This is an optimization exercise on Yosys and OpenROAD, whose aim is small area and a short achievable clock period, not a production implementation. The RTL was checked by simulation tests, not by an equivalence proof against the original design. Power and IR drop assume default switching activity.

Setup of maple:
## btb_top
module btb_top (
    input  logic        CLK,
    input  logic        RST,
    input  logic        lookup_en,
    input  logic [31:0] lookup_pc,
    output logic        pred_hit,
    output logic        pred_taken,
    output logic [31:0] pred_target,
    input  logic        update_en,
    input  logic [31:0] update_pc,
    input  logic        update_taken,
    input  logic [31:0] update_target,
    input  logic        update_mispredict,
    input  logic        flush_all,
    output logic [15:0] lookup_count,
    output logic [15:0] mispredict_count
);
    branch_target_predictor #(.ENTRIES(16), .CNT_W(2), .STAT_W(16)) u_btb (
        .CLK(CLK),
        .RST(RST),
        .lookup_en(lookup_en),
        .lookup_pc(lookup_pc),
        .pred_hit(pred_hit),
        .pred_taken(pred_taken),
        .pred_target(pred_target),
        .update_en(update_en),
        .update_pc(update_pc),
        .update_taken(update_taken),
        .update_target(update_target),
        .update_mispredict(update_mispredict),
        .flush_all(flush_all),
        .lookup_count(lookup_count),
        .mispredict_count(mispredict_count)
    );
endmodule
For scale: ~2800 cells after synthesis.
clock: 7.0 ns
lec_check: 0
cap_margin: 20
core_margin: 2
core_utilization: 58
setup_slack_margin: 2.0
slew_margin: 20
standard.sh (not shown) runs the stock make flow with config.mk's settings and CLKGATE_MAP_FILE= SYNTH_SCRIPT=/design/flow/synth_recipe.tcl, a recipe that flattens the netlist after the stock synthesis.
==> flow/flow/run.sh <==
#!/bin/bash
bash standard.sh MATCH_CELL_FOOTPRINT=0 'CTS_ARGS=-sink_clustering_enable -repair_clock_nets -sink_clustering_size 12 -sink_clustering_max_diameter 60 -buf_list sky130_fd_sc_hd__clkbuf_8 -dont_use_dummy_load' 'BUFFER_PORTS_ARGS=-buffer_cell sky130_fd_sc_hd__buf_1' 'GLOBAL_PLACEMENT_ARGS=-timing_driven_net_weight_max 10 -timing_driven_nets_percentage 30' finish > standard.log 2>&1
maple reached the end of the flow, and the finished layout is clean on the timing, DRC and antenna checks.
The following lists how ember was set up differently from maple:
# maple
export LEC_CHECK = 0
export CAP_MARGIN = 20
export CORE_MARGIN = 2
export CORE_UTILIZATION = 58
export SETUP_SLACK_MARGIN = 2.0
export SLEW_MARGIN = 20
create_clock -name core_clock -period 7.0 [get_ports {CLK}]
# ember
export LEC_CHECK = 0
export CAP_MARGIN = 20
export CORE_MARGIN = 2
export CORE_UTILIZATION = 55
export SETUP_SLACK_MARGIN = 2.0
export SLEW_MARGIN = 20
create_clock -name core_clock -period 7.0 [get_ports {CLK}]
==> flow/flow/run.sh <==
#!/bin/bash
bash standard.sh MATCH_CELL_FOOTPRINT=0 'CTS_ARGS=-sink_clustering_enable -repair_clock_nets -sink_clustering_size 16 -sink_clustering_max_diameter 80 -buf_list sky130_fd_sc_hd__clkbuf_8 -dont_use_dummy_load' 'BUFFER_PORTS_ARGS=-buffer_cell sky130_fd_sc_hd__buf_1' 'GLOBAL_PLACEMENT_ARGS=-timing_driven_net_weight_max 20 -timing_driven_nets_percentage 50' finish > standard.log 2>&1
ember did not stop at any stage, and its layout met the timing, DRC and antenna checks. maple has completed all stages; timing, DRC and antenna checks passed. maple -> ember: power drawn by the sequential cells flat. Between ember and maple, it is ember whose initial core utilization is lower, by 2.6 points. Of ember and maple, it is ember that has the lower largest stage delay on the critical path. Between maple and ember, the difference in overall overflow remaining after global route is negligible. Summary — number of clock buffer instances in the layout, ember relative to maple: lower, by 25. Measured against maple, the net switching component of the power of ember comes out at 0.947 times the reference value. Achievable frequency (ember vs. maple) increases by a few percent. ember vs maple: placed instance area up. Routed wire length ended up 13% higher on ember than on maple. maple ended up with lookup_pc[25] as its beginning of the critical path; ember ended up with lookup_pc[23].
Modified inputs, amber compared to ember
# ember
export LEC_CHECK = 0
export CAP_MARGIN = 20
export CORE_MARGIN = 2
export CORE_UTILIZATION = 55
export SETUP_SLACK_MARGIN = 2.0
export SLEW_MARGIN = 20
create_clock -name core_clock -period 7.0 [get_ports {CLK}]
# amber
export LEC_CHECK = 0
export CAP_MARGIN = 20
export CORE_MARGIN = 2
export CORE_UTILIZATION = 45
export SETUP_SLACK_MARGIN = 2.0
export SLEW_MARGIN = 20
create_clock -name core_clock -period 7.0 [get_ports {CLK}]
==> flow/flow/run.sh <==
#!/bin/bash
bash standard.sh MATCH_CELL_FOOTPRINT=0 'CTS_ARGS=-sink_clustering_enable -repair_clock_nets -sink_clustering_size 16 -sink_clustering_max_diameter 80 -buf_list sky130_fd_sc_hd__clkbuf_8 -dont_use_dummy_load' 'BUFFER_PORTS_ARGS=-buffer_cell sky130_fd_sc_hd__buf_1' finish > standard.log 2>&1
[summary]
- Combinational share of power: amber and ember compared, higher one is amber
- Of amber and ember, amber shows the higher switching power, with ember below it.
- For the count of antenna diodes in the layout, amber came in 3 lower than ember did.
Input changes introduced in xenon (baseline for comparison: amber):
# amber
export LEC_CHECK = 0
export CAP_MARGIN = 20
export CORE_MARGIN = 2
export CORE_UTILIZATION = 45
export SETUP_SLACK_MARGIN = 2.0
export SLEW_MARGIN = 20
create_clock -name core_clock -period 7.0 [get_ports {CLK}]
# xenon
export LEC_CHECK = 0
export CAP_MARGIN = 20
export CORE_MARGIN = 2
export CORE_UTILIZATION = 55
export SETUP_SLACK_MARGIN = 0.5
export SLEW_MARGIN = 20
create_clock -name core_clock -period 7.0 [get_ports {CLK}]
Results
Total power: xenon and amber compared, lower one is xenon. Compared with amber, xenon shows a lower total of cells resized after clock tree synthesis. Between xenon and amber, it is xenon whose global-route wire length before repair is lower, by 6.6%. As far as worst hold slack is concerned, amber and xenon perform about the same. Compared with amber, xenon shows a lower maximum number of pins on one net before global-route repair. Compared with amber, in xenon final routed wire length divided by cell count went down; clock-buffer cell count down 1; net switching power of the design lower.

The RTL this note starts from:
==> flow/design.v <==
module btb_top (
    input  logic        CLK,
    input  logic        RST,
    input  logic        lookup_en,
    input  logic [31:0] lookup_pc,
    output logic        pred_hit,
    output logic        pred_taken,
    output logic [31:0] pred_target,
    input  logic        update_en,
    input  logic [31:0] update_pc,
    input  logic        update_taken,
    input  logic [31:0] update_target,
    input  logic        update_mispredict,
    input  logic        flush_all,
    output logic [15:0] lookup_count,
    output logic [15:0] mispredict_count
);
    branch_target_predictor #(.ENTRIES(16), .CNT_W(2), .STAT_W(16)) u_btb (
        .CLK(CLK),
        .RST(RST),
        .lookup_en(lookup_en),
        .lookup_pc(lookup_pc),
        .pred_hit(pred_hit),
        .pred_taken(pred_taken),
        .pred_target(pred_target),
        .update_en(update_en),
        .update_pc(update_pc),
        .update_taken(update_taken),
        .update_target(update_target),
        .update_mispredict(update_mispredict),
        .flush_all(flush_all),
        .lookup_count(lookup_count),
        .mispredict_count(mispredict_count)
    );
endmodule

module branch_target_predictor #(
    parameter int ENTRIES = 16,
    parameter int CNT_W   = 2,
    parameter int STAT_W  = 32
) (
    input  logic              CLK,
    input  logic              RST,
    input  logic              lookup_en,
    input  logic [31:0]       lookup_pc,
    output logic              pred_hit,
    output logic              pred_taken,
    output logic [31:0]       pred_target,
    input  logic              update_en,
    input  logic [31:0]       update_pc,
    input  logic              update_taken,
    input  logic [31:0]       update_target,
    input  logic              update_mispredict,
    input  logic              flush_all,
    output logic [STAT_W-1:0] lookup_count,
    output logic [STAT_W-1:0] mispredict_count
);
    localparam int IDX_W = $clog2(ENTRIES);
    localparam int TAG_W = 32 - IDX_W - 2;
    localparam logic [CNT_W-1:0] CNT_WEAK = CNT_W'(1) << (CNT_W - 1);
    logic [ENTRIES-1:0] valid;
    logic [TAG_W-1:0]   tags    [ENTRIES];
    logic [31:0]        targets [ENTRIES];
    logic [CNT_W-1:0]   cnts    [ENTRIES];
    logic [IDX_W-1:0] lk_idx;
    logic [TAG_W-1:0] lk_tag;
    logic [IDX_W-1:0] up_idx;
    logic [TAG_W-1:0] up_tag;
    logic             up_hit;
    logic             up_act;
    assign lk_idx = lookup_pc[IDX_W+1:2];
    assign lk_tag = lookup_pc[31:IDX_W+2];
    assign up_idx = update_pc[IDX_W+1:2];
    assign up_tag = update_pc[31:IDX_W+2];
    logic [ENTRIES-1:0] lk_dec;
    logic [31:0]        rd_target;
    logic               rd_cnt;
    always_comb begin
        pred_hit  = 1'b0;
        rd_cnt    = 1'b0;
        rd_target = '0;
        for (int i = 0; i < ENTRIES; i++) begin
            lk_dec[i] = (lk_idx == IDX_W'(i));
            pred_hit  = pred_hit | (lk_dec[i] && valid[i] && (tags[i] == lk_tag));
            rd_cnt    = rd_cnt | (lk_dec[i] & cnts[i][CNT_W-1]);
            rd_target = rd_target | ({32{lk_dec[i]}} & targets[i]);
        end
        pred_taken  = pred_hit & rd_cnt;
        pred_target = {32{pred_hit}} & rd_target;
    end
    logic [TAG_W-1:0] up_rd_tag;
    logic             up_rd_valid;
    always_comb begin
        up_rd_tag   = '0;
        up_rd_valid = 1'b0;
        for (int i = 0; i < ENTRIES; i++) begin
            up_rd_tag   = up_rd_tag   | ({TAG_W{up_idx == IDX_W'(i)}} & tags[i]);
            up_rd_valid = up_rd_valid | ((up_idx == IDX_W'(i)) & valid[i]);
        end
    end
    assign up_hit = up_rd_valid && (up_rd_tag == up_tag);
    assign up_act = update_en && !flush_all;
    always_ff @(posedge CLK or posedge RST) begin
        if (RST)
            valid <= '0;
        else if (flush_all)
            valid <= '0;
        else if (update_en && update_taken)
            valid[up_idx] <= 1'b1;
    end
    always_ff @(posedge CLK) begin
        if (up_act && update_taken) begin
            tags[up_idx]    <= up_tag;
            targets[up_idx] <= update_target;
        end
    end
    logic [CNT_W-1:0] up_cnt;
    logic [CNT_W-1:0] up_cnt_nxt;
    logic             up_cnt_we;
    always_comb begin
        up_cnt = '0;
        for (int i = 0; i < ENTRIES; i++)
            up_cnt = up_cnt | ({CNT_W{up_idx == IDX_W'(i)}} & cnts[i]);
        up_cnt_we  = up_act && (up_hit || update_taken);
        up_cnt_nxt = up_cnt;
        if (!up_hit)
            up_cnt_nxt = CNT_WEAK;
        else if (update_taken) begin
            if (up_cnt != '1)
                up_cnt_nxt = up_cnt + CNT_W'(1);
        end else if (up_cnt != '0)
            up_cnt_nxt = up_cnt - CNT_W'(1);
    end
    always_ff @(posedge CLK) begin
        if (up_cnt_we)
            cnts[up_idx] <= up_cnt_nxt;
    end
    always_ff @(posedge CLK or posedge RST) begin
        if (RST) begin
            lookup_count     <= '0;
            mispredict_count <= '0;
        end else begin
            if (lookup_en && (lookup_count != '1))
                lookup_count <= lookup_count + STAT_W'(1);
            if (update_en && update_mispredict && (mispredict_count != '1))
                mispredict_count <= mispredict_count + STAT_W'(1);
        end
    end
endmodule
==> flow/config.mk <==
export PLATFORM = sky130hd
export DESIGN_NAME = btb_top
export DESIGN_NICKNAME = btb_top
export VERILOG_FILES = /design/flow/design.v
export SDC_FILE = /design/flow/constraint.sdc
export NUM_CORES = 4
export LEC_CHECK = 0
export CAP_MARGIN = 20
export CORE_MARGIN = 2
export CORE_UTILIZATION = 55
export SETUP_SLACK_MARGIN = 2.5
export SLEW_MARGIN = 20
==> flow/constraint.sdc <==
create_clock -name core_clock -period 7.0 [get_ports {CLK}]
set_input_delay 1.4000 -clock core_clock [delete_from_list [all_inputs] [get_ports {CLK}]]
set_output_delay 1.4000 -clock core_clock [all_outputs]
set_load 0.01 [all_outputs]
==> flow/flow/run.sh <==
#!/bin/bash
bash standard.sh MATCH_CELL_FOOTPRINT=0 'CTS_ARGS=-sink_clustering_enable -repair_clock_nets -sink_clustering_size 12 -sink_clustering_max_diameter 60 -buf_list sky130_fd_sc_hd__clkbuf_8 -dont_use_dummy_load' 'BUFFER_PORTS_ARGS=-buffer_cell sky130_fd_sc_hd__buf_1' 'GLOBAL_PLACEMENT_ARGS=-timing_driven_net_weight_max 10 -timing_driven_nets_percentage 30' finish > standard.log 2>&1
Next try:
==> flow/flow/run.sh (replaced) <==
#!/bin/bash
bash standard.sh MATCH_CELL_FOOTPRINT=0 'CTS_ARGS=-sink_clustering_enable -repair_clock_nets -sink_clustering_size 16 -sink_clustering_max_diameter 80 -buf_list sky130_fd_sc_hd__clkbuf_8 -dont_use_dummy_load' 'BUFFER_PORTS_ARGS=-buffer_cell sky130_fd_sc_hd__buf_1' finish > standard.log 2>&1
SETUP_SLACK_MARGIN = 1.5   (was 2.5)
Worst setup slack gets worse by 0.15 ns.
Wire length goes down by about 9%.
Clock power falls by about 12%.
Next try:
==> flow/flow/run.sh (replaced) <==
#!/bin/bash
F=$(cd "$(dirname "$0")" && pwd)
bash standard.sh MATCH_CELL_FOOTPRINT=0 'CTS_ARGS=-sink_clustering_enable -repair_clock_nets -sink_clustering_size 16 -sink_clustering_max_diameter 80 -buf_list sky130_fd_sc_hd__clkbuf_8 -dont_use_dummy_load' 'BUFFER_PORTS_ARGS=-buffer_cell sky130_fd_sc_hd__buf_1' PRE_IO_PLACEMENT_TCL=$F/pins.tcl finish > standard.log 2>&1
==> flow/flow/pins.tcl (new file) <==
# Lookup pins go to the middle third of each edge, closest to the core's centre.
set die [[ord::get_db_block] getDieArea]
set w [expr {[$die xMax] / 1000.0}]
set h [expr {[$die yMax] / 1000.0}]
set xa [expr {$w / 3.0}]
set xb [expr {2.0 * $w / 3.0}]
set ya [expr {$h / 3.0}]
set yb [expr {2.0 * $h / 3.0}]
proc names {pfx lo hi} {
  set r {}
  for {set i $lo} {$i <= $hi} {incr i} { lappend r "$pfx\[$i\]" }
  return $r
}
set_io_pin_constraint -pin_names [names lookup_pc 2 16] -region left:$ya-$yb
set_io_pin_constraint -pin_names [names lookup_pc 17 31] -region bottom:$xa-$xb
set_io_pin_constraint -pin_names [concat [names pred_target 0 15] pred_hit] -region right:$ya-$yb
set_io_pin_constraint -pin_names [concat [names pred_target 16 31] pred_taken] -region top:$xa-$xb
SETUP_SLACK_MARGIN = 2.0   (was 1.5)
=> Die area stays the same. First-iteration DRC count rose by 18%. Design area came out higher by 3.1%. Clock skew came out lower by 0.011 ns. Synthesized cell count is unchanged. Global-route usage rose by 3.4 points. Clock-buffer cell count stays the same.
Next try:
==> flow/flow/run.sh (replaced) <==
#!/bin/bash
bash standard.sh MATCH_CELL_FOOTPRINT=0 'CTS_ARGS=-sink_clustering_enable -repair_clock_nets -sink_clustering_size 12 -sink_clustering_max_diameter 60 -buf_list sky130_fd_sc_hd__clkbuf_8 -dont_use_dummy_load' 'BUFFER_PORTS_ARGS=-buffer_cell sky130_fd_sc_hd__buf_1' 'GLOBAL_PLACEMENT_ARGS=-timing_driven_net_weight_max 10 -timing_driven_nets_percentage 30' finish > standard.log 2>&1
removed: flow/flow/pins.tcl
Outcome: The changed run ran to the end with no violations. Non-clock buffer count fell by 48. Worst setup slack is better by 0.25 ns. Cell count falls by 0.97%. Cell area drops by 1.7%.

[separate check: timing with driven ports]
No port has a modelled driver above. Below, the same layouts with a new extraction and two added sets of constraints. Step 1 assumes that a clkbuf_16 drives the clock port and a buf_2 every other input. Step 2 adds t to the input delays and takes it off the output delays; t is the mean of the earliest and latest rising clock arrival at the registers after step 1. Input paths then give back, and output paths get back, about the clock's delay inside the block. a / b / c = no drivers / after step 1 / after step 2; a / b = the first two.
| run | shift t [ns] | setup slack, ns | latest minus earliest clock arrival (ns) | worst register clock-pin slew, ns | pins driven straight from the clock port |
|---|---|---|---|---|---|
| maple | 0.788 | 1.286 / 1.259 / 1.210 | 0.121 / 0.121 | 0.10 / 0.10 | 1 |
| ember | 0.779 | 1.452 / 1.420 / 1.362 | 0.123 / 0.123 | 0.12 / 0.12 | 1 |
| amber | 0.797 | 1.459 / 1.342 / 1.129 | 0.086 / 0.085 | 0.12 / 0.12 | 1 |
| xenon | 0.766 | 0.877 / 0.788 / 0.788 | 0.093 / 0.093 | 0.12 / 0.12 | 1 |
| the first run of note 2 | 0.804 | 1.540 / 1.515 / 1.515 | 0.093 / 0.093 | 0.10 / 0.10 | 1 |
| the second run of note 2 | 0.764 | 1.391 / 1.366 / 0.863 | 0.084 / 0.084 | 0.12 / 0.12 | 1 |
| the third run of note 2 | 0.762 | 1.349 / 1.308 / 1.250 | 0.099 / 0.099 | 0.12 / 0.12 | 1 |
| the fourth run of note 2 | 0.786 | 1.602 / 1.576 / 1.243 | 0.134 / 0.134 | 0.09 / 0.09 | 1 |
After both steps every run listed still meets setup and hold. The setup slack of the second run of note 2, which loses most, moves by -0.025 ns with the drivers and by -0.528 ns with both steps.
